Background: an optimization exercise with open tools, aiming at small area. Do not read the settings as production practice.
Only simulation tests tie the RTL to the original design; equivalence was not proved.
Power and IR drop assume default switching activity.

==> design.v <==
`timescale 1ns/1ps
package cache_pkg;
    localparam int DATA_WIDTH = 8;
    localparam int RAM_DEPTH = 256;
    localparam int ADDR_WIDTH = $clog2(RAM_DEPTH);
    localparam int DEF_WAYS = 4;
    localparam int DEF_SETS = 4;
    localparam int HIT_LATENCY = 2;
    localparam int MISS_LATENCY = 3;
    typedef enum logic {
        OP_READ  = 1'b0,
        OP_WRITE = 1'b1
    } cache_op_e;
    typedef struct packed {
        cache_op_e               op;
        logic [ADDR_WIDTH-1:0]   addr;
        logic [DATA_WIDTH-1:0]   wdata;
    } cache_req_t;
    typedef struct packed {
        logic [DATA_WIDTH-1:0] data;
    } cache_rsp_t;
endpackage
`timescale 1ns/1ps
module ram_aoi3 (
    input  logic [2:0] d,
    input  logic [2:0] s,
    output logic       y
);
    assign y = ~|(d & s);
endmodule
module ram_aoi1 (
    input  logic d,
    input  logic s,
    output logic y
);
    assign y = ~(d & s);
endmodule
module ram_nand_tree (
    input  logic [29:0] n,
    output logic        y
);
    assign y = ~&n;
endmodule
module ram_read_bit (
    input  logic [87:0] d,
    input  logic [87:0] s,
    output logic        y
);
    logic [29:0] n;
    for (genvar i = 0; i < 29; i++) begin : g_aoi
        ram_aoi3 u_aoi (.d(d[i*3 +: 3]), .s(s[i*3 +: 3]), .y(n[i]));
    end
    ram_aoi1 u_last (.d(d[87]), .s(s[87]), .y(n[29]));
    ram_nand_tree u_tree (.n(n), .y(y));
endmodule
module ram_read (
    input  logic [703:0] mem,
    input  logic [87:0]  row,
    output logic [7:0]   rd
);
    for (genvar b = 0; b < 8; b++) begin : g_bit
        logic [87:0] d;
        for (genvar r = 0; r < 88; r++) begin : g_row
            assign d[r] = mem[r*8 + b];
        end
        ram_read_bit u_bit (.d(d), .s(row), .y(rd[b]));
    end
endmodule
module ram_port (
    input  logic wsel,
    input  logic wd,
    input  logic keep,
    input  logic q,
    output logic d
);
    assign d = (wsel & wd) | (keep & q);
endmodule
`timescale 1ns/1ps
`timescale 1ns/1ps
`timescale 1ns/1ps
`timescale 1ns/1ps
module cache_top (
    input  logic       clk,
    input  logic       rst,
    input  logic       req_valid,
    input  logic       req_op,
    input  logic [7:0] req_addr,
    input  logic [7:0] req_wdata,
    output logic       req_ready,
    output logic       done,
    output logic [7:0] rsp_data
);
    localparam logic [1:0] S_IDLE = 2'd0, S_LOOKUP = 2'd1, S_MEM = 2'd2, S_DONE = 2'd3;
    logic [1:0] state_q;
    logic       idle, lookup, mem_st;
    assign idle   = (state_q == S_IDLE);
    assign lookup = (state_q == S_LOOKUP);
    assign mem_st = (state_q == S_MEM);
    assign done   = (state_q == S_DONE);
    assign req_ready = idle;
    logic       accept;
    logic       op_q;
    logic [7:0] addr_q;
    logic [7:0] wd_q;
    assign accept = idle && req_valid;
    always_ff @(posedge clk) begin
        if (accept) begin
            addr_q <= req_addr;
            wd_q   <= req_wdata;
        end
    end
    always_ff @(posedge clk or posedge rst) begin
        if (rst) begin
            op_q <= 1'b0;
        end else if (accept) begin
            op_q <= req_op;
        end
    end
    logic [4:0] pos_q;
    logic [1:0] zc_q;
    always_ff @(posedge clk or posedge rst) begin
        if (rst) begin
            pos_q <= '0;
            zc_q  <= '0;
        end else begin
            pos_q <= pos_q + 5'd1;
            if (zc_q != 2'd3) zc_q <= zc_q + 2'd1;
        end
    end
    logic [1:0] set_i;
    logic [5:0] tag_i;
    logic [1:0] setpos;
    assign set_i  = addr_q[1:0];
    assign tag_i  = addr_q[7:2];
    assign setpos = set_i + pos_q[1:0];
    logic [3:0][5:0] tslot_q [4];
    logic [3:0] tvld_q  [4];
    logic [3:0] m;
    always_comb begin
        for (int j = 0; j < 4; j++) begin
            m[j] = tvld_q[setpos][j] && (tslot_q[setpos][j] == tag_i);
        end
    end
    logic hit;
    assign hit = |m;
    logic [3:0] sh;
    assign sh[0] = 1'b1;
    assign sh[1] = ~m[0];
    assign sh[2] = ~(m[0] | m[1]);
    assign sh[3] = ~(m[0] | m[1] | m[2]);
    logic miss_q;
    always_ff @(posedge clk) begin
        miss_q <= mem_st;
    end
    logic upd;
    assign upd = setpos[0] && (lookup || mem_st || (done && !miss_q));
    logic [3:0][5:0] tslot_d [4];
    logic [3:0] tvld_d  [4];
    always_comb begin
        for (int p = 0; p < 4; p++) begin
            tslot_d[p] = tslot_q[(p+3)%4];
            tvld_d[p]  = tvld_q[(p+3)%4];
        end
        for (int p = 0; p < 4; p += 2) begin
            if (upd && setpos == 2'((p+3)%4)) begin
                tslot_d[p][0] = tag_i;
                for (int j = 1; j < 4; j++) begin
                    if (sh[j]) tslot_d[p][j] = tslot_q[(p+3)%4][j-1];
                end
                if (!hit) tvld_d[p] = {tvld_q[(p+3)%4][2:0], 1'b1};
            end
        end
    end
    always_ff @(posedge clk) begin
        for (int p = 0; p < 4; p++) tslot_q[p] <= tslot_d[p];
    end
    always_ff @(posedge clk or posedge rst) begin
        if (rst) begin
            for (int p = 0; p < 4; p++) tvld_q[p] <= '0;
        end else begin
            for (int p = 0; p < 4; p++) tvld_q[p] <= tvld_d[p];
        end
    end
    localparam int RL = 32;
    localparam int NR = 8;
    logic       zero, ram_ok;
    assign zero   = (zc_q != 2'd3);
    assign ram_ok = !zero;
    localparam logic [RL-1:0] PORT = 32'h4924_9249;
    logic [4:0]  wslot;
    logic [7:0]  wring;
    logic [31:0] wss;
    assign wslot = addr_q[4:0] + pos_q;
    always_comb begin
        for (int i = 0; i < RL; i++) wss[i] = (wslot == 5'(i));
        for (int k = 0; k < NR; k++) wring[k] = op_q && (addr_q[7:5] == 3'(k));
    end
    logic [7:0] ring_q [NR][RL];
    logic [7:0] ring_d [NR][RL];
    for (genvar k = 0; k < NR; k++) begin : g_ring
        for (genvar i = 0; i < RL; i++) begin : g_slot
            if (PORT[i]) begin : g_port
                logic wsel, keep;
                assign wsel = wring[k] && wss[(i+RL-1)%RL];
                assign keep = !wsel && !zero;
                for (genvar b = 0; b < 8; b++) begin : g_bit
                    ram_port u_port (.wsel(wsel), .wd(wd_q[b]), .keep(keep),
                                     .q(ring_q[k][(i+RL-1)%RL][b]), .d(ring_d[k][i][b]));
                end
            end else begin : g_shift
                assign ring_d[k][i] = ring_q[k][(i+RL-1)%RL];
            end
        end
    end
    always_ff @(posedge clk) begin
        for (int k = 0; k < NR; k++) begin
            for (int i = 0; i < RL; i++) ring_q[k][i] <= ring_d[k][i];
        end
    end
    localparam int NT = 11;
    logic [7:0]    ra;
    logic [4:0]    rslot;
    logic [NT-1:0] rss;
    logic [7:0]    rring;
    logic          at_tap;
    assign ra     = idle ? req_addr : addr_q;
    assign rslot  = ra[4:0] + pos_q;
    assign at_tap = |rss;
    always_comb begin
        for (int i = 0; i < NT; i++) rss[i] = (rslot == 5'(3*i));
        for (int k = 0; k < NR; k++) rring[k] = (ra[7:5] == 3'(k));
    end
    logic [NR*NT-1:0]   row;
    logic [NR*NT*8-1:0] tap_flat;
    always_comb begin
        for (int k = 0; k < NR; k++) begin
            for (int i = 0; i < NT; i++) begin
                row[k*NT+i] = rring[k] && rss[i];
                tap_flat[(k*NT+i)*8 +: 8] = ring_q[k][3*i];
            end
        end
    end
    logic [7:0] tap_raw, tap_rd;
    ram_read u_read (.mem(tap_flat), .row(row), .rd(tap_raw));
    assign tap_rd = ram_ok ? tap_raw : 8'h00;
    logic       fwd;
    logic [7:0] cap_q;
    assign fwd = op_q && (addr_q == ra);
    always_ff @(posedge clk) begin
        if (at_tap) cap_q <= fwd ? wd_q : tap_rd;
    end
    logic [7:0] rsp_d;
    assign rsp_d = op_q ? 8'h00 : (at_tap ? tap_rd : cap_q);
    logic [7:0] rsp_q;
    always_ff @(posedge clk or posedge rst) begin
        if (rst) begin
            rsp_q <= '0;
        end else if (done) begin
            rsp_q <= rsp_d;
        end
    end
    assign rsp_data = done ? rsp_d : rsp_q;
    always_ff @(posedge clk or posedge rst) begin
        if (rst) begin
            state_q <= S_IDLE;
        end else begin
            case (state_q)
                S_IDLE:   if (req_valid) state_q <= S_LOOKUP;
                S_LOOKUP: state_q <= hit ? S_DONE : S_MEM;
                S_MEM:    state_q <= S_DONE;
                default:  state_q <= S_IDLE;
            endcase
        end
    end
endmodule
==> flow/run.sh <==
#!/bin/bash
# Standard layout, with clock tree synthesis told to leave out dummy loads
# and to use larger sink clusters. Each tool's output goes to the ORFS logs;
# the make output goes to standard.log.
set -euo pipefail
export CTS_ARGS="-sink_clustering_enable -repair_clock_nets -dont_use_dummy_load -sink_clustering_size 18 -sink_clustering_max_diameter 80 -buf_list sky130_fd_sc_hd__clkbuf_8"
bash standard.sh > standard.log 2>&1
==> standard.sh <==
#!/bin/bash
# synth_recipe.tcl (not shown) runs the flow's synth.tcl, then flattens the netlist and writes it again
# the make line also repeats each setting of config.mk as NAME=value (left out here)
make -C /OpenROAD-flow-scripts/flow DESIGN_CONFIG=/design/flow/config.mk WORK_HOME=/design/flow/orfs CLKGATE_MAP_FILE= SYNTH_SCRIPT=/design/flow/synth_recipe.tcl "${@:-finish}"
==> config.mk <==
export PLATFORM = sky130hd
export DESIGN_NAME = cache_top
export DESIGN_NICKNAME = cache_top
export VERILOG_FILES = /design/flow/design.v
export SDC_FILE = /design/flow/constraint.sdc
export NUM_CORES = 4
export LEC_CHECK = 0
export CAP_MARGIN = 10
export CORE_MARGIN = 2
export CORE_UTILIZATION = 65
export CTS_BUF_LIST = sky130_fd_sc_hd__clkbuf_8
export CTS_CLUSTER_DIAMETER = 80
export CTS_CLUSTER_SIZE = 15
export GPL_TIMING_DRIVEN = 0
export SETUP_SLACK_MARGIN = 0.2
export SLEW_MARGIN = 10
export SYNTH_HIERARCHICAL = 1
==> constraint.sdc <==
create_clock -name core_clock -period 10.0 [get_ports {clk}]
set_input_delay 2.0000 -clock core_clock [delete_from_list [all_inputs] [get_ports {clk}]]
set_output_delay 2.0000 -clock core_clock [all_outputs]
set_load 0.01 [all_outputs]
==> results of run 1 <==
-- repair_timing --
item / in CTS / in global routing
gates resized for setup: 24 / 20
setup endpoints to repair: 8 / 8
setup buffers: 3 / 6
pin swaps: 4 / 11
-- final cells by class --
class | count | area (um^2)
sequential | 2203 | 44500
tap | 1165 | 1460
fill | 5787 | 25000
buffer | 53 | 262
timing repair buffer | 100 | 1690
multi-input combinational | 1636 | 13700
inverter | 26 | 97.6
antenna | 2 | 5.00
clock buffer | 140 | 1930
-- worst max-delay path: stages --
cell and delay (ns):
clkdlybuf4s50_1 0.52, mux2_2 0.18, ha_1 0.15, inv_1 0.05, fa_1 0.52, o21ai_2 0.34, xor2_2 0.35, nor2_1 0.22
nand3_4 0.42, nor2_1 0.24, a222oi_1 0.64, nand4_1 0.51, nor4_2 0.44, nand2_1 0.14, nand3_1 0.15, o221ai_2 0.21
clkdlybuf4s50_1 0.57
-- flip-flops by register name (all words and copies together) (netlist names) --
name     cells
state_q      2
pos_q        5
tslot_q     96
miss_q       1
zc_q         2
op_q         1
wd_q         8
cap_q        8
tvld_q      16
rsp_q        8
addr_q       8
ring_q    2048
-- stage by stage --
stage | setup WS (ns) | setup TNS [ns] | cells | total power [mW]
floorplan | 3.03 | 0 | 3918 | 11.3
global placement | -0.553 | -4.00 | 5112 | 12.1
detailed placement | -0.665 | -3.60 | 5174 | 12.4
CTS | 0.253 | 0 | 5317 | 16.0
global route | 0.207 | 0 | 5324 | 16.6
finish | 0.307 | 0 | 5325 | 16.1
-- cell usage after synthesis, drive strengths merged, types with 19 or more instances --
| cell | count | area share, % |
|---|---|---|
| inv | 26 | 0.17 |
| edfxtp | 24 | 1.2 |
| clkbuf | 42 | 0.27 |
| a222oi | 232 | 4.0 |
| nor2 | 193 | 1.3 |
| o21ai | 19 | 0.16 |
| xnor2 | 29 | 0.44 |
| dfrtp | 34 | 1.5 |
| nor2b | 96 | 1.0 |
| nand4 | 70 | 0.75 |
| nand2 | 71 | 0.46 |
| a22o | 704 | 11 |
| nand3 | 24 | 0.21 |
| mux4 | 26 | 1.0 |
| mux2 | 54 | 1.0 |
| dfxtp | 2145 | 74 |
| nor4 | 22 | 0.36 |
-- Yosys stat by module (local to each module, per instance), excerpt --
module / cell area (um^2) / flip-flops and latches
ram_aoi1: 3.75 / 0
cache_top: 49200 / 2203
ram_aoi3: 10.0 / 0
ram_port: 8.76 / 0
ram_nand_tree: 63.8 / 0
-- where the power goes --
part / internal [mW] / switching [mW]
Combinational: 0.879 / 1.34
Clock: 1.27 / 2.47
Sequential: 9.67 / 0.453
-- cell families (layout without fill, tap and decap cells) --
group | count (synthesis) | after routing
buffers and inverters | 79 | 319
XOR/XNOR | 49 | 49
multiplexers | 88 | 88
AO/OA/AOI/OAI | 988 | 988
other | 0 | 2
AND/OR/NAND/NOR | 493 | 493
flip-flops | 2203 | 2203
adder cells (fa/ha/maj) | 18 | 18
-- per-layer routing --
layer / GRT usage (%) / share of wire [%] / vias to the layer above
li1: - / - / 15100
met1: 46.4 / 42 / 17300
met2: 51.2 / 45 / 1807
met3: 5.81 / 8.7 / 372
met4: 14.3 / 4.4 / 0
met5: 0 / 0 / -
-- final timing paths --
| check | endpoint | slack [ns] | depth (start not counted) |
|---|---|---|---|
| worst max-delay path | rsp_data[3] | 0.31 | 17 |
| worst min-delay path | ring_q[241][2] | 0.31 | 0 |
| worst max register to register | rsp_q[3] | 3.62 | 19 |
| worst min register to register | ring_q[241][2] | 0.31 | 0 |
| max in group asynchronous | tvld_q[0][1] | 7.80 | 2 |
| min in group asynchronous | pos_q[1] | 1.63 | 2 |
==> metrics.md, run 1 <==
| Metric | Value |
|---|---|
| Clock Tree Buf Depth | 3 |
| Startpoint class of the critical path | primary input |
| Share of the synthesized area in compound gates (AO/OA/AOI/OAI) | 15.3% |
| Count of final hold-check violations | 0 |
| DRC marker count from the first detailed-route iteration | 5008 |
| H-tree depth reported by CTS | 4 |
| Post-synthesis to final-layout area growth | 9.14% |
| Fmax | 103 MHz |
| Count of input and output buffers | 29 |
| PD cells | 253 mW/mm^2 |
| DRC Markers | 0 |
| Hold-fix buffer count after cts | 0 |
| Sequential-to-total area share from yosys stat | 76.4% |
| Number of enable flip-flop cells after synthesis | 24 |
| Floorplan die width | 303 um |
| Clock insertion delay at the later pin of the skew report | 0.86 ns |
| Half-perimeter wire length of the detailed placement result | 108 mm |
| Count of boundary I/O pins | 30 |
| Syn Inst Count | 3918 |
| Number of synthesized register bits | 2203 |
| Adder-cell share of the synthesized area | 0.412% |
| First-pass GRT wire length | 222 mm |
| Type of element capturing the critical path | output port |
| Async set-reset flop share out of synthesis | 1.54% |
| Worst endpoint data arrival time | 7.69 ns |
| CP startpoint | req_addr[0] |
| Clock-pin transition on the worst setup and hold timing paths | 0.10 ns |
| Largest driver fanout on the critical path | 8 |
| First-pass iteration count of the detailed router | 12 |
| Headroom to the max-slew limit | 14.9% |
| Critical path required time | 8.00 ns |
| Synthesized area divided by synthesized cell count | 14.9 um^2 |
| Residual overflow from global routing | 0 |
| Final setup fails | 0 |
| Main synth FF type | dfxtp_1 |
| Post-Route Skew | 0.0871 ns |
| Routed wirelength normalized by instance count | 29.0 um |
| Static Leak | 24.3 nW |
| Final worst path period need | 9.69 ns |
| Worst-margin pin slew | 1.27 ns |
| Type of the most critical hold path | reg -> reg |
| Maximum number of pins on one net before global-route repair | 35 |
| Inserted Clock Buffers | 140 |
| Final core utilization | 71.7% |
| TritonCTS clock tree | built |
| Area post-placement | 0.0613 mm^2 |
| RSZ-0062 raised after global routing | false |
| Post-synthesis cell type count | 52 |
| Die area | 0.0921 mm^2 |
| Most common cell after layout, fill and taps aside | dfxtp_1 |
| Mux cell area share after synthesis | 2.19% |
| Vert. Die Dim | 303 um |
| Total GRT Usage | 33.2% |
| Yosys synthesis warning count | 19 |
| Top library cells by usage in the layout, fill and taps aside | dfxtp_1, a22o_1, a222oi_1 |
| Max-cap violation count | 0 |
| Classification of the worst setup path | in -> out |
| Maximum VDD drop | 168 uV |
| Area share of and/or/nand/nor cells after synthesis | 4.30% |
| Detailed Route WL | 155 mm |
| Synthesized Nets | 3956 |
| Number of antenna-violating nets in the routed design | 0 |
| Result of the run | complete, no violations |
| Post-detailed-route via-to-cell ratio | 6.49 |
| Via count of the first global-routing pass | 33700 |
| Clock sink total | 2203 |
| Starting density of the core | 65.7% |
| Initial antenna violation count | 4 |
| Layout cells sized above 1 | 8.47% |
| Via total after detailed routing | 34600 |
| Post-synthesis instance area | 0.0583 mm^2 |
| Final worst-path cycle share | 96.9% |
| Final number of max-transition violations | 0 |
| Worst-case hold slack | 0.308 ns |
| Startpoint of the most critical register-to-register path | state_q[0] |
| Weighted congestion reported at the end of routability-driven placement | 0.957 |
| Clk root buf | clkbuf_8 |
| Final net count | 4198 |
| Row count | 109 |
| Startpoint of the lowest-slack hold path | ring_q[240][2] |
| Std-Cell Core Area | 0.0886 mm^2 |
| Dominant combinational cell family by area after synthesis | compound AO/OA/AOI/OAI gates |
| XOR/XNOR Fraction of Synth Area | 0.784% |
| Cell area after layout | 0.0636 mm^2 |
==> run 2: changes to the inputs <==
==> run.sh (new file) <==
#!/bin/bash
# synth_recipe.tcl (not shown) runs the flow's synth.tcl, then flattens the netlist and writes it again
# the make line also repeats each setting of config.mk as NAME=value (left out here)
make -C /OpenROAD-flow-scripts/flow DESIGN_CONFIG=/design/flow/config.mk WORK_HOME=/design/flow/orfs CLKGATE_MAP_FILE= SYNTH_SCRIPT=/design/flow/synth_recipe.tcl finish
removed: flow/run.sh
removed: standard.sh
==> metrics.md, run 2 <==
| Metric | Value |
|---|---|
| Main synth FF type | dfxtp_1 |
| Via total after detailed routing | 34700 |
| Row count | 109 |
| Worst endpoint data arrival time | 7.72 ns |
| Family with the most delay on the worst path | simple AND/OR/NAND/NOR gates |
| Post-synthesis instance area | 0.0583 mm^2 |
| Pre-CTS setup slack | -0.665 ns |
| Syn Inst Count | 3918 |
| Largest incremental delay on the critical path | 0.65 ns |
| DRC Markers | 0 |
| First-pass GRT wire length | 223 mm |
| RSZ-0062 raised after global routing | false |
| Std-Cell Core Area | 0.0886 mm^2 |
| Post-synthesis cell type count | 52 |
| Count of input and output buffers | 29 |
| Max-cap violation count | 0 |
| Area share of and/or/nand/nor cells after synthesis | 4.30% |
| PD cells | 257 mW/mm^2 |
| First-pass iteration count of the detailed router | 14 |
| TritonCTS clock tree | built |
| Final number of max-transition violations | 0 |
| Top library cells by usage in the layout, fill and taps aside | dfxtp_1, a22o_1, a222oi_1 |
| Vert. Die Dim | 303 um |
| Share of the synthesized area in compound gates (AO/OA/AOI/OAI) | 15.3% |
| Most frequent cell after synthesis | dfxtp_1 |
| Clock insertion delay at the later pin of the skew report | 0.88 ns |
| Final worst path period need | 9.72 ns |
| Die area | 0.0921 mm^2 |
| Critical path required time | 8.00 ns |
| Fmax | 103 MHz |
| XOR/XNOR Fraction of Synth Area | 0.784% |
| Weighted congestion reported at the end of routability-driven placement | 0.957 |
| Maximum VDD drop | 197 uV |
| Crit-path most repeated cell | nand2_1 |
| Result of the run | complete, no violations |
| Final critical-path setup slack | 0.278 ns |
| Largest driver fanout on the critical path | 8 |
| Most numerous cell types in the synthesized netlist | dfxtp_1, a22o_1, a222oi_1 |
| Layout cells sized above 1 | 9.16% |
| Mux cell area share after synthesis | 2.19% |
| Worst-margin pin slew | 1.29 ns |
| Post-detailed-route via-to-cell ratio | 6.46 |
| Ranking of synthesized cells by area | dfxtp_1, a22o_1, a222oi_1 |
| Number of enable flip-flop cells after synthesis | 24 |
| Routed wirelength normalized by instance count | 28.9 um |
| GR met3 Demand/Resource | 6.60% |
| Via count of the first global-routing pass | 34000 |
| Worst-case hold slack | 0.313 ns |
| Hold-fix buffer count after cts | 0 |
| Startpoint class of the critical path | primary input |
| Most common cell after layout, fill and taps aside | dfxtp_1 |
| Clock sink total | 2203 |
| Total GRT Usage | 33.3% |
| Internal power | 12.1 mW |
| Number of synthesized register bits | 2203 |
| Routing usage on met1 | 46.2% |
| Portion of synthesized cell area occupied by the leading cell type | 73.7% |
| Async set-reset flop share out of synthesis | 1.54% |
| Inserted Clock Buffers | 165 |
| Clk root buf | clkbuf_8 |
| H-tree depth reported by CTS | 4 |
| Switching share of power | 26.5% |
| Headroom to the max-slew limit | 13.9% |
| Power share of the clock group | 25.1% |
| Flip-flop count of the largest register, all copies and words added | 2048 |
| Synthesized area divided by synthesized cell count | 14.9 um^2 |
| Type of the most critical hold path | reg -> reg |
| Number of fillers in the final layout | 5732 |
| Final net count | 4221 |
| Clock Tree Buf Depth | 3 |
| Cells along the critical path | clkdlybuf4s50_1, nand2_1, o21ai_0, ha_1, a21oi_1, nand2_1, xnor2_1, nor2_1, nand3_4, nor2_1, a222oi_1, nand4_1, nor4_2, nand2_1, nand3_1, o221ai_2, clkdlybuf4s50_1 |
| GR Layer Usage met2 | 50.8% |
| Final setup fails | 0 |
| Static Leak | 24.6 nW |
| Count of final hold-check violations | 0 |
| Final core utilization | 72.3% |
| Largest registers in the final layout | ring_q (2048), tslot_q (96), tvld_q (16) |
| Maximum number of pins on one net before global-route repair | 35 |
| Type of element capturing the critical path | output port |
| Synth area leader | dfxtp_1 |
| Count of boundary I/O pins | 30 |
| Final worst-path cycle share | 97.2% |
| Residual overflow from global routing | 0 |
| Number of antenna-violating nets in the routed design | 0 |
| Register with the most flip-flops | ring_q |
| Post-synthesis to final-layout area growth | 10.1% |
| Floorplan die width | 303 um |
| Classification of the worst setup path | in -> out |
| Total net switching power | 4.36 mW |
| Detailed Route WL | 155 mm |
| Slowest cell on crit path | a222oi_1 |
| Initial antenna violation count | 7 |
| DRC marker count from the first detailed-route iteration | 5179 |
| Most utilized layer in the global route result | met2 |
| Starting density of the core | 65.7% |
| Sequential-to-total area share from yosys stat | 76.4% |
| Dominant combinational cell family by area after synthesis | compound AO/OA/AOI/OAI gates |
| Proportion of power drawn by flip-flops and latches | 61.4% |
| Clock-pin transition on the worst setup and hold timing paths | 0.09 ns |
| Synthesized Nets | 3956 |
| Gate power share | 13.5% |
| Yosys synthesis warning count | 19 |
| Setup tns final | 0 ns |
| Half-perimeter wire length of the detailed placement result | 108 mm |
| Post-Route Skew | 0.0406 ns |
| Adder-cell share of the synthesized area | 0.412% |
| Buf+Inv Stages, Crit Path | 2 |
run 2: cell counts after synthesis:
No cell type changed its count.
run 2: routing by layer:
metal,routed length [um],vias up
li1,-,15200
met3,13600,392
met1,65700,17300
met5,13,-
met4,7430,2
met2,68600,1898
run 2: cells by family after synthesis:
kind of cell / Yosys count
flip-flops: 2203
AO/OA/AOI/OAI: 988
AND/OR/NAND/NOR: 493
multiplexers: 88
buffers and inverters: 79
XOR/XNOR: 49
adder cells (fa/ha/maj): 18
run 2: final cells by class:
type / instances / area [um^2] / area share, %
antenna: 5 / 12.5 / 0.0195
buffer: 53 / 263 / 0.410
clock buffer: 171 / 2350 / 3.67
clock inverter: 15 / 106 / 0.166
inverter: 26 / 97.6 / 0.152
multi-input combinational: 1636 / 13700 / 21.3
sequential: 2203 / 44500 / 69.4
tap: 1165 / 1460 / 2.27
timing repair buffer: 98 / 1660 / 2.59
run 2: worst reg2reg max path, cell delays in order (launching register included):
cell      delay [ns]
dfrtp_1         0.44
inv_1           0.13
ha_1            0.24
clkbuf_2        0.26
buf_2           0.29
mux2_2          0.21
ha_1            0.16
inv_1           0.05
fa_1            0.52
o21ai_2         0.33
xor2_2          0.35
nor2_1          0.22
nand3_4         0.42
nor2_1          0.25
a222oi_1        0.65
nand4_1         0.54
nor4_2          0.46
nand2_1         0.14
nand3_1         0.14
o221ai_2        0.21
run 2: worst paths after layout:
check | from | to | slack [ns] | depth (start not counted)
max | req_addr[2] | rsp_data[3] | 0.28 | 17
min | ring_q[252][5] | ring_q[253][5] | 0.31 | 0
max reg2reg | state_q[0] | rsp_q[3] | 3.79 | 19
min reg2reg | ring_q[252][5] | ring_q[253][5] | 0.31 | 0
max in group asynchronous | rst | tvld_q[0][1] | 7.84 | 2
min in group asynchronous | rst | rsp_q[6] | 1.62 | 2
run 2: power groups by stage:
stage / sequential (mW) / clock, mW / combinational, mW
3_3_place_gp: 10.5 / 0 / 1.62
6_report: 10.1 / 4.13 / 2.22
5_1_grt: 10.2 / 4.48 / 2.32
4_1_cts: 10.1 / 4.18 / 2.14
2_1_floorplan: 10.2 / 0 / 1.15
3_5_place_dp: 10.3 / 0 / 2.09
run 2: what timing repair did:
action,4_1_cts,5_1_grt
pin swaps,3,9
buffers inserted,4,3
gates resized for setup,22,25
setup endpoints to repair,8,8
run 2: stage by stage:
| step | std cells | cell area [um^2] | power (mW) |
|---|---|---|---|
| 6_report | 5372 | 64100 | 16.5 |
| 5_1_grt | 5368 | 64100 | 17.0 |
| 4_1_cts | 5364 | 64000 | 16.4 |
| 3_5_place_dp | 5174 | 61300 | 12.4 |
| 3_3_place_gp | 5112 | 60000 | 12.1 |
| 2_1_floorplan | 3918 | 58300 | 11.3 |
run 2: modules after synthesis (local to each module, per instance), a selection:
module | times used | flip-flops and latches | cell area [um^2]
cache_top | 1 | 2203 | 49200
ram_nand_tree | 8 | 0 | 63.8
ram_aoi3 | 232 | 0 | 10.0
ram_port | 704 | 0 | 8.76
ram_aoi1 | 8 | 0 | 3.75
==> run 3: changes to the inputs <==
==> flow/run.sh (new file) <==
#!/bin/bash
# Standard layout with three changes to how it is built: clock tree synthesis
# leaves out dummy loads and uses larger sink clusters; the port buffers are
# plain buf_2 cells; the synthesis step runs first on its own, unchanged.
# Each tool's output goes to the ORFS logs; make's output goes to *.log here.
set -euo pipefail
bash standard.sh synth > standard_synth.log 2>&1
export CTS_ARGS="-sink_clustering_enable -repair_clock_nets -dont_use_dummy_load -sink_clustering_size 18 -sink_clustering_max_diameter 80 -buf_list sky130_fd_sc_hd__clkbuf_8"
export BUFFER_PORTS_ARGS="-buffer_cell sky130_fd_sc_hd__buf_2"
bash standard.sh > standard.log 2>&1
==> standard.sh (new file) <==
#!/bin/bash
# synth_recipe.tcl (not shown) runs the flow's synth.tcl, then flattens the netlist and writes it again
# the make line also repeats each setting of config.mk as NAME=value (left out here)
make -C /OpenROAD-flow-scripts/flow DESIGN_CONFIG=/design/flow/config.mk WORK_HOME=/design/flow/orfs CLKGATE_MAP_FILE= SYNTH_SCRIPT=/design/flow/synth_recipe.tcl "${@:-finish}"
--- a/config.mk
+++ b/config.mk
@@ -9,3 +9,3 @@
 export CORE_MARGIN = 2
-export CORE_UTILIZATION = 65
+export CORE_UTILIZATION = 72
 export CTS_BUF_LIST = sky130_fd_sc_hd__clkbuf_8
removed: run.sh
==> metrics.md, run 3 <==
| Metric | Value |
|---|---|
| Family with the most delay on the worst path | simple AND/OR/NAND/NOR gates |
| TritonCTS clock tree | built |
| Total power after layout | 16.0 mW |
| Starting density of the core | 72.6% |
| Die area | 0.0832 mm^2 |
| Largest incremental delay on the critical path | 0.77 ns |
| Startpoint of the most critical register-to-register path | state_q[0] |
| Ranking of synthesized cells by area | dfxtp_1, a22o_1, a222oi_1 |
| Final number of max-transition violations | 0 |
| Clock insertion delay at the later pin of the skew report | 0.84 ns |
| Startpoint class of the critical path | flip-flop |
| Count of input and output buffers | 29 |
| Final worst path period need | 9.53 ns |
| Clk root buf | clkbuf_8 |
| Largest registers in the final layout | ring_q (2048), tslot_q (96), tvld_q (16) |
| Synthesized Nets | 3956 |
| Flip-flop count of the largest register, all copies and words added | 2048 |
| Residual overflow from global routing | 0 |
| Post-synthesis instance area | 0.0583 mm^2 |
| Number of antenna-violating nets in the routed design | 0 |
| Number of synthesized register bits | 2203 |
| H-tree depth reported by CTS | 4 |
| Crit-path most repeated cell | nor2_1 |
| Adder-cell share of the synthesized area | 0.412% |
| First-pass GRT wire length | 220 mm |
| Slowest cell on crit path | a222oi_1 |
| Maximum number of pins on one net before global-route repair | 35 |
| Synthesized area divided by synthesized cell count | 14.9 um^2 |
| DRC Markers | 0 |
| First-pass iteration count of the detailed router | 14 |
| Count of boundary I/O pins | 30 |
| Post-synthesis cell type count | 52 |
| XOR/XNOR Fraction of Synth Area | 0.784% |
| Portion of synthesized cell area occupied by the leading cell type | 73.7% |
| Number of fillers in the final layout | 4647 |
| Dominant combinational cell family by area after synthesis | compound AO/OA/AOI/OAI gates |
| CP startpoint | state_q[0] |
| Number of enable flip-flop cells after synthesis | 24 |
| Total GRT Usage | 36.1% |
| Post-Route Skew | 0.0712 ns |
| Setup tns final | 0 ns |
| Async set-reset flop share out of synthesis | 1.54% |
| DRC marker count from the first detailed-route iteration | 5349 |
| Final net count | 4189 |
| Floorplan die width | 288 um |
| Final setup fails | 0 |
| Vert. Die Dim | 288 um |
| Type of element capturing the critical path | output port |
| Synth area leader | dfxtp_1 |
| Share of the synthesized area in compound gates (AO/OA/AOI/OAI) | 15.3% |
| Register with the most flip-flops | ring_q |
| Std-Cell Core Area | 0.0803 mm^2 |
| Critical path required time | 8.00 ns |
| Detailed Route WL | 151 mm |
| Sequential-to-total area share from yosys stat | 76.4% |
| Static Leak | 24.2 nW |
| Post-detailed-route via-to-cell ratio | 6.64 |
| Initial antenna violation count | 3 |
| Syn Inst Count | 3918 |
| Post-synthesis to final-layout area growth | 8.24% |
| Result of the run | complete, no violations |
| Half-perimeter wire length of the detailed placement result | 106 mm |
| Most common cell after layout, fill and taps aside | dfxtp_1 |
| Via total after detailed routing | 34600 |
| Row count | 104 |
| Clock-pin transition on the worst setup and hold timing paths | 0.11 ns |
| Main synth FF type | dfxtp_1 |
| Clock sink total | 2203 |
| Worst-case hold slack | 0.295 ns |
| PD cells | 253 mW/mm^2 |
| Final worst-path cycle share | 95.3% |
| Cells along the critical path | inv_1, ha_1, clkbuf_1, buf_1, mux2_2, ha_1, inv_1, fa_1, xnor2_2, nor2_1, mux2i_1, nor2_1, nand2_2, nor2_1, a222oi_1, nand4_1, nor4_1, nand2_1, nand3_1, o221ai_2, buf_2 |
| Count of final hold-check violations | 0 |
| Mux cell area share after synthesis | 2.19% |
| Worst endpoint data arrival time | 7.53 ns |
| Most numerous cell types in the synthesized netlist | dfxtp_1, a22o_1, a222oi_1 |
| Max-cap violation count | 0 |
| Headroom to the max-slew limit | 3.97% |
| Yosys synthesis warning count | 19 |
| Startpoint of the lowest-slack hold path | ring_q[214][6] |
| Hold-fix buffer count after cts | 0 |
| Clock Tree Buf Depth | 3 |
| Weighted congestion reported at the end of routability-driven placement | 1.04 |
| Inserted Clock Buffers | 140 |
| Maximum VDD drop | 212 uV |
| Most frequent cell after synthesis | dfxtp_1 |
| Type of the most critical hold path | reg -> reg |
| Top library cells by usage in the layout, fill and taps aside | dfxtp_1, a22o_1, a222oi_1 |
| Worst-margin pin slew | 1.44 ns |
| Largest driver fanout on the critical path | 10 |
| Classification of the worst setup path | reg -> out |
| Area share of and/or/nand/nor cells after synthesis | 4.30% |
| Via count of the first global-routing pass | 34000 |
| RSZ-0062 raised after global routing | false |
| Buf+Inv Stages, Crit Path | 5 |
| Routed wirelength normalized by instance count | 29.0 um |
| Layout cells sized above 1 | 8.65% |
| Fmax | 105 MHz |
-- run 3: cell counts after synthesis --
Identical to the previous run, type by type.
-- run 3: per-layer routing --
metal / up-vias / part of all wire, % / track usage [%]
met3: 419 / 11 / 7.72
li1: 15100 / - / -
met1: 17000 / 40 / 49.2
met4: 2 / 5.2 / 17.4
met5: - / 0.0066 / 0
met2: 2074 / 44 / 55.4
-- run 3: path summary, 6_finish.rpt --
check | slack [ns] | cells past startpoint | end
worst max-delay path | 0.47 | 21 | rsp_data[4]
worst min-delay path | 0.30 | 0 | ring_q[215][6]
worst max register to register | 3.32 | 20 | rsp_q[4]
worst min register to register | 0.30 | 0 | ring_q[215][6]
max in group asynchronous | 8.06 | 2 | pos_q[2]
min in group asynchronous | 1.37 | 2 | pos_q[4]
-- run 3: cell type report --
class	count	area [um^2]	share of cell area [%]
diodes	1	2.50	0.00397
plain buffers	53	258	0.409
clock buffers	140	1930	3.05
inverters	26	97.6	0.155
multi-input cells	1636	13500	21.4
flip-flops and latches	2203	44500	70.6
well taps	1060	1330	2.10
repair buffers	91	1420	2.25
-- run 3: cell families after synthesis --
| kind of cell | after synthesis |
|---|---|
| multiplexers | 88 |
| buffers and inverters | 79 |
| XOR/XNOR | 49 |
| flip-flops | 2203 |
| AND/OR/NAND/NOR | 493 |
| AO/OA/AOI/OAI | 988 |
| adder cells (fa/ha/maj) | 18 |
-- run 3: through the flow --
stage	area, um^2	setup WS, ns	util [%]	cells
floorplan	58300	3.03	-	3918
global placement	59700	0.500	74.4	5007
detailed placement	61000	0.263	76.0	5066
CTS	63000	0.225	78.4	5206
global route	63100	0.222	78.6	5210
finish	63100	0.474	78.6	5210
-- run 3: what timing repair did --
item	in CTS	in global routing
buffers inserted	0	3
resized for setup	6	17
pin swaps	0	3
endpoints found under the setup margin	8	8
-- run 3: worst reg2reg max path, cell delays in order (launching register included) --
cell and delay [ns]:
dfrtp_1 0.44, inv_1 0.12, ha_1 0.21, clkbuf_1 0.41
buf_1 0.45, mux2_2 0.25, ha_1 0.16, inv_1 0.06
fa_1 0.45, xnor2_2 0.37, nor2_1 0.07, mux2i_1 0.27
nor2_1 0.18, nand2_2 0.55, nor2_1 0.38, a222oi_1 0.77
nand4_1 0.37, nor4_1 0.61, nand2_1 0.15, nand3_1 0.14
o221ai_2 0.11
-- run 3: power breakdown --
part           leakage [nW]  internal [mW]  switching (mW)
Sequential             18.0           9.67           0.455
Combinational          5.24          0.826            1.31
Clock                  1.01           1.27            2.46
-- run 3: modules after synthesis (local to each module, per instance), excerpt --
module	flip-flops and latches	times used	area (um^2)	cells inside
ram_port	0	704	8.76	1
ram_aoi3	0	232	10.0	1
ram_nand_tree	0	8	63.8	11
ram_aoi1	0	8	3.75	1
cache_top	2203	1	49200	2886
==> run 4: changes to the inputs <==
--- a/config.mk
+++ b/config.mk
@@ -9,3 +9,3 @@
 export CORE_MARGIN = 2
-export CORE_UTILIZATION = 72
+export CORE_UTILIZATION = 65
 export CTS_BUF_LIST = sky130_fd_sc_hd__clkbuf_8
==> metrics.md, run 4 <==
| Metric | Value |
|---|---|
| Result of the run | complete, no violations |
| Number of antenna-violating nets in the routed design | 0 |
| Std-Cell Core Area | 0.0886 mm^2 |
| Count of boundary I/O pins | 30 |
| Largest incremental delay on the critical path | 0.76 ns |
| Final setup fails | 0 |
| Clock-pin transition on the worst setup and hold timing paths | 0.11 ns |
| CP startpoint | state_q[0] |
| Flip-flop count of the largest register, all copies and words added | 2048 |
| Post-synthesis instance area | 0.0583 mm^2 |
| Layout cells sized above 1 | 8.83% |
| Half-perimeter wire length of the detailed placement result | 108 mm |
| Ranking of synthesized cells by area | dfxtp_1, a22o_1, a222oi_1 |
| Most common cell after layout, fill and taps aside | dfxtp_1 |
| Classification of the worst setup path | reg -> out |
| Maximum VDD drop | 200 uV |
| Weighted congestion reported at the end of routability-driven placement | 0.981 |
| Worst reg2reg path endpoint | rsp_q[7] |
| Cells along the critical path | inv_1, ha_1, clkbuf_1, clkbuf_2, mux2_2, ha_1, inv_1, fa_1, xnor2_1, nor2_1, mux2i_1, nor2_1, nand2_2, nor2_1, a222oi_1, nand4_1, nor4_1, nand2_1, nand3_1, o221ai_2, buf_2 |
| Async set-reset flop share out of synthesis | 1.54% |
| Hold-fix buffer count after cts | 0 |
| Die area | 0.0921 mm^2 |
| Setup tns final | 0 ns |
| Vert. Die Dim | 303 um |
| Worst-case hold slack | 0.294 ns |
| Worst-margin pin slew | 1.29 ns |
| Inserted Clock Buffers | 140 |
| Clk root buf | clkbuf_8 |
| Fmax | 103 MHz |
| Startpoint of the most critical register-to-register path | state_q[0] |
| Largest registers in the final layout | ring_q (2048), tslot_q (96), tvld_q (16) |
| RSZ-0062 raised after global routing | true |
| Post-synthesis to final-layout area growth | 8.59% |
| Post-synthesis cell type count | 52 |
| Routed wirelength normalized by instance count | 28.9 um |
| Residual overflow from global routing | 0 |
| GR met3 Demand/Resource | 5.86% |
| Total power after layout | 16.0 mW |
| Routing usage on met1 | 46.9% |
| Post-Route Skew | 0.0576 ns |
| Max-cap violation count | 0 |
| Via total after detailed routing | 34500 |
| Clock sink total | 2203 |
| Initial antenna violation count | 10 |
| Number of fillers in the final layout | 5872 |
| Critical path required time | 8.00 ns |
| H-tree depth reported by CTS | 4 |
| Synthesized Nets | 3956 |
| Register with the most flip-flops | ring_q |
| Capturing element of the worst setup path | rsp_data[4] |
| TritonCTS clock tree | built |
| DRC marker count from the first detailed-route iteration | 5062 |
| Detailed Route WL | 154 mm |
| First-pass GRT wire length | 223 mm |
| Top library cells by usage in the layout, fill and taps aside | dfxtp_1, a22o_1, a222oi_1 |
| PD cells | 253 mW/mm^2 |
| Floorplan die width | 303 um |
| Worst endpoint data arrival time | 7.72 ns |
| Number of synthesized register bits | 2203 |
| First-pass iteration count of the detailed router | 13 |
| Number of enable flip-flop cells after synthesis | 24 |
| Maximum number of pins on one net before global-route repair | 35 |
| Final net count | 4197 |
| Final worst path period need | 9.72 ns |
| Syn Inst Count | 3918 |
| Final number of max-transition violations | 0 |
| Slowest cell on crit path | a222oi_1 |
| Crit-path most repeated cell | nor2_1 |
| Count of final hold-check violations | 0 |
| Startpoint class of the critical path | flip-flop |
| Total GRT Usage | 33.3% |
| Synthesized area divided by synthesized cell count | 14.9 um^2 |
| Type of element capturing the critical path | output port |
| Final worst-path cycle share | 97.2% |
| Type of the most critical hold path | reg -> reg |
| Via count of the first global-routing pass | 34000 |
| Yosys synthesis warning count | 19 |
| Setup slack, reg-to-reg | 3.15 ns |
| Most numerous cell types in the synthesized netlist | dfxtp_1, a22o_1, a222oi_1 |
| Synth area leader | dfxtp_1 |
| Portion of synthesized cell area occupied by the leading cell type | 73.7% |
| Clock Tree Buf Depth | 3 |
| Post-detailed-route via-to-cell ratio | 6.47 |
| GR Layer Usage met2 | 50.4% |
| Instance count along the most critical hold path | 0 |
| Sequential-to-total area share from yosys stat | 76.4% |
| Count of input and output buffers | 29 |
| Headroom to the max-slew limit | 14.1% |
| Register-to-Register Path Depth | 19 |
| Most frequent cell after synthesis | dfxtp_1 |
| Starting density of the core | 65.7% |
| Largest driver fanout on the critical path | 10 |
| Static Leak | 24.2 nW |
| Clock insertion delay at the later pin of the skew report | 0.85 ns |
| DRC Markers | 0 |
| Most utilized layer in the global route result | met2 |
| Row count | 109 |
| Main synth FF type | dfxtp_1 |
-- run 4: cell counts after synthesis --
Identical to the previous run, type by type.
-- run 4: modules after synthesis (local to each module, per instance), a selection --
| module | copies in the design | cell area, um^2 |
|---|---|---|
| cache_top | 1 | 49200 |
| ram_port | 704 | 8.76 |
| ram_nand_tree | 8 | 63.8 |
| ram_aoi1 | 8 | 3.75 |
| ram_aoi3 | 232 | 10.0 |
-- run 4: logic make-up (layout without fill, tap and decap cells) --
family | count (synthesis) | after routing | share of synthesized area [%]
buf+inv | 79 | 318 | 0.608
compound gates | 988 | 988 | 15.3
xor+xnor | 49 | 49 | 0.784
other cells | 0 | 6 | 0
simple gates | 493 | 493 | 4.30
mux | 88 | 88 | 2.19
fa+ha+maj | 18 | 18 | 0.412
flops | 2203 | 2203 | 76.4
-- run 4: where the power goes --
group	total, mW	switching (mW)	internal (mW)
clock network	3.75	2.49	1.27
registers	10.1	0.435	9.67
logic	2.17	1.34	0.832
-- run 4: how the worst min path moves through the flow --
stage | startpoint | endpoint | slack [ns]
final | ring_q[45][1] | ring_q[46][1] | 0.29
after global routing | ring_q[45][1] | ring_q[46][1] | 0.29
after CTS | ring_q[45][1] | ring_q[46][1] | 0.29
after detailed placement | ring_q[118][4] | ring_q[119][4] | 0.31
after global placement | ring_q[13][1] | ring_q[14][1] | 0.31
after floorplan | ring_q[100][0] | ring_q[101][0] | 0.31
-- run 4: metrics by stage --
stage	std cells	util, %	setup WS, ns	instance area [um^2]
global route	5325	71.4	0.149	63300
global placement	5112	67.5	0.323	59900
detailed placement	5178	69.1	0.131	61200
finish	5328	71.4	0.279	63300
CTS	5322	71.3	0.199	63200
floorplan	3918	-	3.03	58300
-- run 4: cell type report --
type	count	area, um^2	area share (%)
antenna	6	15.0	0.0237
buffer	53	259	0.409
clock buffer	140	1930	3.05
inverter	26	97.6	0.154
multi-input combinational	1636	13500	21.3
sequential	2203	44500	70.3
tap	1165	1460	2.30
timing repair buffer	99	1510	2.38
-- run 4: metal layers --
layer	wire [um]	vias to the layer above
met2	67800	1814
li1	-	15100
met4	7220	2
met1	65400	17100
met5	11	-
met3	13400	394
-- run 4: timing repair --
action | in CTS | in global routing
pin swaps | 1 | 2
setup endpoints to repair | 8 | 8
setup buffers | 4 | 0
gates resized for setup | 9 | 8
-- run 4: worst max-delay path, delay by kind of cell (launching register included) --
kind,cells,cell delay [ns]
DFF,1,0.45
AOI/OAI and AO/OA,2,0.86
xor gates and xnor gates,1,0.58
muxes,2,0.48
adders and majority gates,3,0.80
and+or+nand+nor,8,2.54
buffers and inverters,5,1.16
==> run 5: changes to the inputs <==
--- a/flow/run.sh
+++ b/flow/run.sh
@@ -3,3 +3,4 @@
 # leaves out dummy loads and uses larger sink clusters; the port buffers are
-# plain buf_2 cells; the synthesis step runs first on its own, unchanged.
+# plain buf_2 cells; repair uses no buffer larger than buf_6; the synthesis
+# step runs first on its own, unchanged.
 # Each tool's output goes to the ORFS logs; make's output goes to *.log here.
@@ -9,2 +10,3 @@
 export BUFFER_PORTS_ARGS="-buffer_cell sky130_fd_sc_hd__buf_2"
+export DONT_USE_CELLS="sky130_fd_sc_hd__buf_12 sky130_fd_sc_hd__buf_16 sky130_fd_sc_hd__buf_8 sky130_fd_sc_hd__bufinv_16"
 bash standard.sh > standard.log 2>&1
==> metrics.md, run 5 <==
| Metric | Value |
|---|---|
| PD cells | 253 mW/mm^2 |
| Clk root buf | clkbuf_8 |
| Adder-cell share of the synthesized area | 0.412% |
| Maximum VDD drop | 200 uV |
| Worst-margin pin slew | 1.29 ns |
| First-pass GRT wire length | 223 mm |
| H-tree depth reported by CTS | 4 |
| Floorplan die width | 303 um |
| Count of final hold-check violations | 0 |
| Critical path required time | 8.00 ns |
| Number of enable flip-flop cells after synthesis | 24 |
| Row count | 109 |
| Inserted Clock Buffers | 140 |
| Layout cells sized above 1 | 8.83% |
| Type of element capturing the critical path | output port |
| Post-Route Skew | 0.0576 ns |
| Area taken by flip-flops and latches | 0.0445 mm^2 |
| Portion of synthesized cell area occupied by the leading cell type | 73.7% |
| Weighted congestion reported at the end of routability-driven placement | 0.981 |
| Post-detailed-route via-to-cell ratio | 6.47 |
| Result of the run | complete, no violations |
| DRC Markers | 0 |
| Die area | 0.0921 mm^2 |
| Clock insertion delay at the later pin of the skew report | 0.85 ns |
| Synthesized Nets | 3956 |
| Area share of and/or/nand/nor cells after synthesis | 4.30% |
| Fmax | 103 MHz |
| Final worst path period need | 9.72 ns |
| Via count of the first global-routing pass | 34000 |
| Clock Tree Buf Depth | 3 |
| Half-perimeter wire length of the detailed placement result | 108 mm |
| Most numerous cell types in the synthesized netlist | dfxtp_1, a22o_1, a222oi_1 |
| Classification of the worst setup path | reg -> out |
| Via total after detailed routing | 34500 |
| Final setup fails | 0 |
| Mux cell area share after synthesis | 2.19% |
| RSZ-0062 raised after global routing | true |
| Most common cell after layout, fill and taps aside | dfxtp_1 |
| Headroom to the max-slew limit | 14.1% |
| Number of fillers in the final layout | 5872 |
| Flip-flop count of the largest register, all copies and words added | 2048 |
| Most frequent cell after synthesis | dfxtp_1 |
| Setup tns final | 0 ns |
| Worst-case hold slack | 0.294 ns |
| Max-cap violation count | 0 |
| Starting density of the core | 65.7% |
| Synthesized area divided by synthesized cell count | 14.9 um^2 |
| Final core utilization | 71.4% |
| Number of antenna-violating nets in the routed design | 0 |
| Ranking of synthesized cells by area | dfxtp_1, a22o_1, a222oi_1 |
| Register with the most flip-flops | ring_q |
| Residual overflow from global routing | 0 |
| DRC marker count from the first detailed-route iteration | 5062 |
| Pre-CTS setup slack | 0.131 ns |
| Dominant combinational cell family by area after synthesis | compound AO/OA/AOI/OAI gates |
| Crit-path most repeated cell | nor2_1 |
| Initial antenna violation count | 10 |
| Async set-reset flop share out of synthesis | 1.54% |
| Maximum number of pins on one net before global-route repair | 35 |
| Total area of multi-input combinational cells | 0.0135 mm^2 |
| Final critical-path setup slack | 0.279 ns |
| Largest driver fanout on the critical path | 10 |
| Routed wirelength normalized by instance count | 28.9 um |
| XOR/XNOR Fraction of Synth Area | 0.784% |
| Sequential-to-total area share from yosys stat | 76.4% |
| Static Leak | 24.2 nW |
| Yosys synthesis warning count | 19 |
| Final net count | 4197 |
| Std-Cell Core Area | 0.0886 mm^2 |
| Startpoint class of the critical path | flip-flop |
| Syn Inst Count | 3918 |
| Vert. Die Dim | 303 um |
| Slowest cell on crit path | a222oi_1 |
| Final worst-path cycle share | 97.2% |
| Main synth FF type | dfxtp_1 |
| Cells along the critical path | inv_1, ha_1, clkbuf_1, clkbuf_2, mux2_2, ha_1, inv_1, fa_1, xnor2_1, nor2_1, mux2i_1, nor2_1, nand2_2, nor2_1, a222oi_1, nand4_1, nor4_1, nand2_1, nand3_1, o221ai_2, buf_2 |
| Largest incremental delay on the critical path | 0.76 ns |
| Largest registers in the final layout | ring_q (2048), tslot_q (96), tvld_q (16) |
| Detailed Route WL | 154 mm |
| Post-synthesis to final-layout area growth | 8.59% |
| Type of the most critical hold path | reg -> reg |
| Clock sink total | 2203 |
| Count of boundary I/O pins | 30 |
| Top library cells by usage in the layout, fill and taps aside | dfxtp_1, a22o_1, a222oi_1 |
| Number of synthesized register bits | 2203 |
| Post-synthesis cell type count | 52 |
| Clock-pin transition on the worst setup and hold timing paths | 0.11 ns |
| Worst endpoint data arrival time | 7.72 ns |
| Final number of max-transition violations | 0 |
| Share of the synthesized area in compound gates (AO/OA/AOI/OAI) | 15.3% |
| Total GRT Usage | 33.3% |
| Synth area leader | dfxtp_1 |
| TritonCTS clock tree | built |
| Post-synthesis instance area | 0.0583 mm^2 |
| Count of input and output buffers | 29 |
| First-pass iteration count of the detailed router | 13 |
==> run 5: what timing repair did <==
item | 4_1_cts | 5_1_grt
pin swaps | 1 | 2
gates resized for setup | 9 | 8
endpoints found under the setup margin | 8 | 8
hold buffers | 0 | 0
setup buffers | 4 | 0
==> run 5: logic make-up (layout without fill, tap and decap cells) <==
kind of cell,Yosys count,after routing
adders and majority gates,18,18
other,0,6
xor gates and xnor gates,49,49
buffers and inverters,79,318
DFF,2203,2203
and+or+nand+nor,493,493
muxes,88,88
AOI/OAI and AO/OA,988,988
==> run 5: final timing paths <==
check                                   start            end  slack (ns)  depth (start not counted)
worst max-delay path               state_q[0]    rsp_data[4]        0.28                         21
worst min-delay path            ring_q[45][1]  ring_q[46][1]        0.29                          0
worst max register to register     state_q[0]       rsp_q[7]        3.15                         19
worst min register to register  ring_q[45][1]  ring_q[46][1]        0.29                          0
max in group asynchronous                 rst   tvld_q[0][1]        8.12                          2
min in group asynchronous                 rst        zc_q[0]        1.33                          2
==> run 5: metal layers <==
layer | part of all wire (%) | track usage, % | vias to the layer above
met3 | 8.7 | 5.86 | 394
li1 | - | - | 15100
met1 | 43 | 46.9 | 17100
met4 | 4.7 | 15.5 | 2
met2 | 44 | 50.4 | 1814
met5 | 0.0072 | 0 | -
==> run 5: Yosys stat by module (local to each module, per instance), a selection <==
module	cell area [um^2]	flip-flops and latches	cells inside	times used
cache_top	49200	2203	2886	1
ram_aoi3	10.0	0	1	232
ram_nand_tree	63.8	0	11	8
ram_port	8.76	0	1	704
ram_aoi1	3.75	0	1	8
==> run 5: power by group <==
part / leakage [nW] / internal, mW / switching [mW]
Combinational: 5.27 / 0.832 / 1.34
Clock: 1.01 / 1.27 / 2.49
Sequential: 18.0 / 9.67 / 0.435
Total: 24.2 / 11.8 / 4.26
==> run 5: layout make-up <==
type	instances	share of cell area, %
antenna	6	0.0237
buffer	53	0.409
clock buffer	140	3.05
inverter	26	0.154
multi-input combinational	1636	21.3
sequential	2203	70.3
tap	1165	2.30
timing repair buffer	99	2.38
==> run 5: per-stage QoR <==
stage | area [um^2] | instances | total power [mW]
4_1_cts | 63200 | 5322 | 16.0
2_1_floorplan | 58300 | 3918 | 11.3
3_3_place_gp | 59900 | 5112 | 12.1
3_5_place_dp | 61200 | 5178 | 12.4
5_1_grt | 63300 | 5325 | 16.5
6_report | 63300 | 5328 | 16.0
==> run 5: critical path, delay by kind of cell, from the launching register on <==
family | cells | cell delay, ns
adders and majority gates | 3 | 0.80
muxes | 2 | 0.48
and+or+nand+nor | 8 | 2.54
DFF | 1 | 0.45
AOI/OAI and AO/OA | 2 | 0.86
xor gates and xnor gates | 1 | 0.58
buffers and inverters | 5 | 1.16
==> run 6: changes to the inputs <==
--- a/design.v
+++ b/design.v
@@ -129,16 +129,22 @@
     end
-    logic [1:0] set_i;
+    logic [7:0] ra;
+    assign ra = idle ? req_addr : addr_q;
     logic [5:0] tag_i;
     logic [1:0] setpos;
-    assign set_i  = addr_q[1:0];
-    assign tag_i  = addr_q[7:2];
-    assign setpos = set_i + pos_q[1:0];
+    logic       at_even;
+    assign tag_i   = addr_q[7:2];
+    assign setpos  = ra[1:0] + pos_q[1:0];
+    assign at_even = !setpos[0];
     logic [3:0][5:0] tslot_q [4];
     logic [3:0] tvld_q  [4];
-    logic [3:0] m;
+    logic [3:0] m_now, m_q, m;
     always_comb begin
         for (int j = 0; j < 4; j++) begin
-            m[j] = tvld_q[setpos][j] && (tslot_q[setpos][j] == tag_i);
-        end
-    end
+            m_now[j] = tvld_q[{setpos[1], 1'b0}][j] && (tslot_q[{setpos[1], 1'b0}][j] == ra[7:2]);
+        end
+    end
+    always_ff @(posedge clk) begin
+        m_q <= m_now;
+    end
+    assign m = at_even ? m_now : m_q;
     logic hit;
@@ -220,3 +226,2 @@
     localparam int NT = 11;
-    logic [7:0]    ra;
     logic [4:0]    rslot;
@@ -225,3 +230,2 @@
     logic          at_tap;
-    assign ra     = idle ? req_addr : addr_q;
     assign rslot  = ra[4:0] + pos_q;
--- a/flow/run.sh
+++ b/flow/run.sh
@@ -3,4 +3,3 @@
 # leaves out dummy loads and uses larger sink clusters; the port buffers are
-# plain buf_2 cells; repair uses no buffer larger than buf_6; the synthesis
-# step runs first on its own, unchanged.
+# plain buf_2 cells; the synthesis step runs first on its own, unchanged.
 # Each tool's output goes to the ORFS logs; make's output goes to *.log here.
@@ -10,3 +9,2 @@
 export BUFFER_PORTS_ARGS="-buffer_cell sky130_fd_sc_hd__buf_2"
-export DONT_USE_CELLS="sky130_fd_sc_hd__buf_12 sky130_fd_sc_hd__buf_16 sky130_fd_sc_hd__buf_8 sky130_fd_sc_hd__bufinv_16"
 bash standard.sh > standard.log 2>&1
==> metrics.md, run 6 <==
| Metric | Value |
|---|---|
| Classification of the worst setup path | in -> out |
| Starting density of the core | 65.7% |
| Via count of the first global-routing pass | 34000 |
| Cells along the critical path | buf_2, mux2i_2, inv_1, ha_1, buf_2, or2_2, o31a_1, xnor2_2, or3b_2, clkbuf_2, nor2_1, a222oi_1, nand4_1, nor4_1, nand2_1, nand3_1, o211ai_2, buf_2 |
| Setup slack, reg-to-reg | 3.22 ns |
| Number of synthesized register bits | 2207 |
| Clock insertion delay at the later pin of the skew report | 0.86 ns |
| H-tree depth reported by CTS | 4 |
| Maximum VDD drop | 181 uV |
| Register-to-Register Path Depth | 20 |
| Worst-margin pin slew | 1.33 ns |
| Post-synthesis cell type count | 61 |
| Vert. Die Dim | 303 um |
| Flip-flop count of the largest register, all copies and words added | 2048 |
| Worst reg2reg path endpoint | cap_q[1] |
| Inserted Clock Buffers | 140 |
| Clock sink total | 2207 |
| Post-Route Skew | 0.0562 ns |
| Synthesized Nets | 3994 |
| Crit-path most repeated cell | buf_2 |
| Startpoint of the lowest-slack hold path | ring_q[124][6] |
| Portion of synthesized cell area occupied by the leading cell type | 74.0% |
| Post-synthesis instance area | 0.0582 mm^2 |
| Residual overflow from global routing | 0 |
| Count of input and output buffers | 29 |
| Clock Tree Buf Depth | 3 |
| Maximum number of pins on one net before global-route repair | 35 |
| Yosys synthesis warning count | 19 |
| Number of fillers in the final layout | 5892 |
| Post-detailed-route via-to-cell ratio | 6.39 |
| Most common cell after layout, fill and taps aside | dfxtp_1 |
| Synth area leader | dfxtp_1 |
| Number of enable flip-flop cells after synthesis | 24 |
| Buf+Inv Stages, Crit Path | 5 |
| Ranking of synthesized cells by area | dfxtp_1, a22o_1, a222oi_1 |
| Family with the most delay on the worst path | simple AND/OR/NAND/NOR gates |
| Final number of max-transition violations | 0 |
| Clk root buf | clkbuf_8 |
| Total GRT Usage | 32.9% |
| Slowest cell on crit path | a222oi_1 |
| Final setup fails | 0 |
| Post-synthesis to final-layout area growth | 8.55% |
| Register with the most flip-flops | ring_q |
| Result of the run | complete, no violations |
| Total power after layout | 16.1 mW |
| Final worst-path cycle share | 97.4% |
| Std-Cell Core Area | 0.0885 mm^2 |
| Die area | 0.0919 mm^2 |
| Weighted congestion reported at the end of routability-driven placement | 0.939 |
| Routed wirelength normalized by instance count | 28.3 um |
| Top library cells by usage in the layout, fill and taps aside | dfxtp_1, a22o_1, a222oi_1 |
| Worst endpoint data arrival time | 7.74 ns |
| Floorplan die width | 303 um |
| PD cells | 255 mW/mm^2 |
| Startpoint of the most critical register-to-register path | state_q[0] |
| Static Leak | 24.3 nW |
| Headroom to the max-slew limit | 10.8% |
| Row count | 109 |
| DRC Markers | 0 |
| Syn Inst Count | 3957 |
| Clock-pin transition on the worst setup and hold timing paths | 0.10 ns |
| Half-perimeter wire length of the detailed placement result | 104 mm |
| Sequential-to-total area share from yosys stat | 76.7% |
| TritonCTS clock tree | built |
| RSZ-0062 raised after global routing | false |
| Type of element capturing the critical path | output port |
| Type of the most critical hold path | reg -> reg |
| Placed Cells incl. Taps | 5211 |
| Hold-fix buffer count after cts | 0 |
| Largest registers in the final layout | ring_q (2048), tslot_q (96), tvld_q (16) |
| Initial antenna violation count | 8 |
| Post-route insts no fill | 5361 |
| Most numerous cell types in the synthesized netlist | dfxtp_1, a22o_1, a222oi_1 |
| Final net count | 4228 |
| End of the worst hold path | ring_q[125][6] |
| Layout cells sized above 1 | 8.28% |
| Number of antenna-violating nets in the routed design | 0 |
| Instance count along the most critical hold path | 0 |
| Largest incremental delay on the critical path | 0.65 ns |
| Synthesized area divided by synthesized cell count | 14.7 um^2 |
| DRC marker count from the first detailed-route iteration | 4818 |
| Via total after detailed routing | 34200 |
| Startpoint class of the critical path | primary input |
| Most frequent cell after synthesis | dfxtp_1 |
| Count of final hold-check violations | 0 |
| Detailed Route WL | 152 mm |
| Count of boundary I/O pins | 30 |
| First-pass iteration count of the detailed router | 14 |
| Largest driver fanout on the critical path | 9 |
| Async set-reset flop share out of synthesis | 1.54% |
| Main synth FF type | dfxtp_1 |
| Final worst path period need | 9.74 ns |
| Critical path required time | 8.00 ns |
| First-pass GRT wire length | 221 mm |
| Fmax | 103 MHz |
| Max-cap violation count | 0 |
run 6: Yosys stat by module, one instance, submodules excluded, excerpt:
module | cell area, um^2 | flops+latches
cache_top | 49100 | 2207
ram_nand_tree | 63.8 | 0
ram_aoi3 | 10.0 | 0
ram_port | 8.76 | 0
ram_aoi1 | 3.75 | 0
run 6: through the flow:
| stage | cell area (um^2) | util (%) | hold WS (ns) | worst slack, ns | TNS, ns |
|---|---|---|---|---|---|
| after floorplan | 58200 | - | 0.310 | 2.68 | 0 |
| after global placement | 59800 | 67.5 | 0.310 | -0.802 | -5.99 |
| after detailed placement | 61000 | 68.9 | 0.312 | -0.420 | -2.45 |
| after CTS | 63100 | 71.3 | 0.294 | 0.125 | 0 |
| after global routing | 63100 | 71.3 | 0.310 | 0.253 | 0 |
| final | 63100 | 71.3 | 0.294 | 0.264 | 0 |
run 6: worst max-delay path by stage:
stage | start | end | slack [ns] | cells after the start
finish | req_addr[3] | rsp_data[7] | 0.26 | 18
global route | state_q[0] | rsp_data[1] | 0.25 | 21
CTS | req_addr[3] | rsp_data[5] | 0.13 | 18
detailed placement | req_addr[0] | rsp_data[5] | -0.42 | 18
global placement | req_addr[3] | rsp_data[1] | -0.80 | 18
floorplan | req_addr[3] | rsp_data[5] | 2.68 | 16
run 6: kinds of logic after synthesis:
kind of cell | synth area share, %
buffers and inverters | 0.564
and+or+nand+nor | 4.40
xor gates and xnor gates | 0.921
muxes | 1.64
AOI/OAI and AO/OA | 15.4
DFF | 76.7
adders and majority gates | 0.392
run 6: where the power goes:
group | leakage, nW | total (mW) | internal (mW) | switching [mW]
Sequential | 18.0 | 10.1 | 9.70 | 0.444
Clock | 1.01 | 3.76 | 1.27 | 2.49
Combinational | 5.35 | 2.16 | 0.855 | 1.31
Total | 24.3 | 16.1 | 11.8 | 4.25
run 6: worst reg2reg max path: stages, from the launching register on:
cell and delay (ns):
dfrtp_1 0.44, inv_1 0.12, ha_1 0.19, buf_6 0.14, buf_2 0.32, mux2_2 0.23
ha_1 0.18, inv_1 0.06, fa_1 0.46, buf_2 0.31, buf_2 0.37, buf_2 0.36
nor2_1 0.18, nand3_2 0.59, nor2_1 0.39, a222oi_1 0.66, nand4_1 0.42, nor4_2 0.52
nand2_1 0.35, nand3_1 0.18, o21ai_0 0.08
run 6: timing repair:
action,4_1_cts,5_1_grt
setup buffers,3,0
setup endpoints to repair,8,8
gates resized for setup,16,6
pin swaps,1,1
run 6: layer usage:
| layer | vias up | GRT usage [%] | wire length [um] |
|---|---|---|---|
| met5 | - | 0 | 11 |
| met4 | 2 | 16.9 | 8460 |
| met3 | 441 | 7.22 | 12700 |
| met2 | 1669 | 50.0 | 66500 |
| met1 | 16900 | 44.6 | 64000 |
| li1 | 15200 | - | - |
run 6: layout make-up:
| type | count | area [um^2] | share of cell area, % |
|---|---|---|---|
| flip-flops and latches | 2207 | 44600 | 70.6 |
| plain buffers | 54 | 230 | 0.365 |
| repair buffers | 92 | 1400 | 2.22 |
| multi-input cells | 1669 | 13400 | 21.2 |
| well taps | 1165 | 1460 | 2.31 |
| inverters | 27 | 101 | 0.161 |
| diodes | 7 | 17.5 | 0.0277 |
| clock buffers | 140 | 1930 | 3.05 |

## static timing again, ports no longer ideal
In the flow no input, the clock included, has a driving cell. The finished layouts below were timed again as built, in two steps. Step 1 sets driving cells, clkbuf_16 on the clock port and buf_2 on the other inputs (assumed; they add their load-dependent delay and slew). Step 2 times the ports against the registers' clock, not the clock port: input delays grow and output delays shrink by t, the midpoint of the rising clock arrivals with the driver on. Three values: no drivers, after step 1, after step 2; two values: the first two.
run | t (ns) | setup slack, ns | hold WS [ns] | clock arrival spread, ns | slew at the worst register clock pin (ns)
run 1 | 0.876 | 0.307 / 0.272 / 0.272 | 0.308 / 0.308 / 0.308 | 0.087 / 0.088 | 0.11 / 0.11
run 2 | 0.915 | 0.278 / 0.249 / 0.249 | 0.313 / 0.313 / 0.313 | 0.059 / 0.058 | 0.10 / 0.10
run 3 | 0.865 | 0.474 / 0.411 / 0.836 | 0.295 / 0.295 / 0.295 | 0.083 / 0.083 | 0.11 / 0.11
run 4 | 0.883 | 0.279 / 0.216 / 0.534 | 0.294 / 0.294 / 0.294 | 0.059 / 0.059 | 0.12 / 0.12
run 5 | 0.883 | 0.279 / 0.216 / 0.534 | 0.294 / 0.294 / 0.294 | 0.059 / 0.059 | 0.12 / 0.12
run 6 | 0.903 | 0.264 / 0.243 / 0.243 | 0.294 / 0.294 / 0.294 | 0.064 / 0.063 | 0.11 / 0.11
After both steps setup and hold are still met in every run listed. For run 1, which loses most, drivers alone change the setup slack by -0.035 ns; drivers and shift together by -0.035 ns.
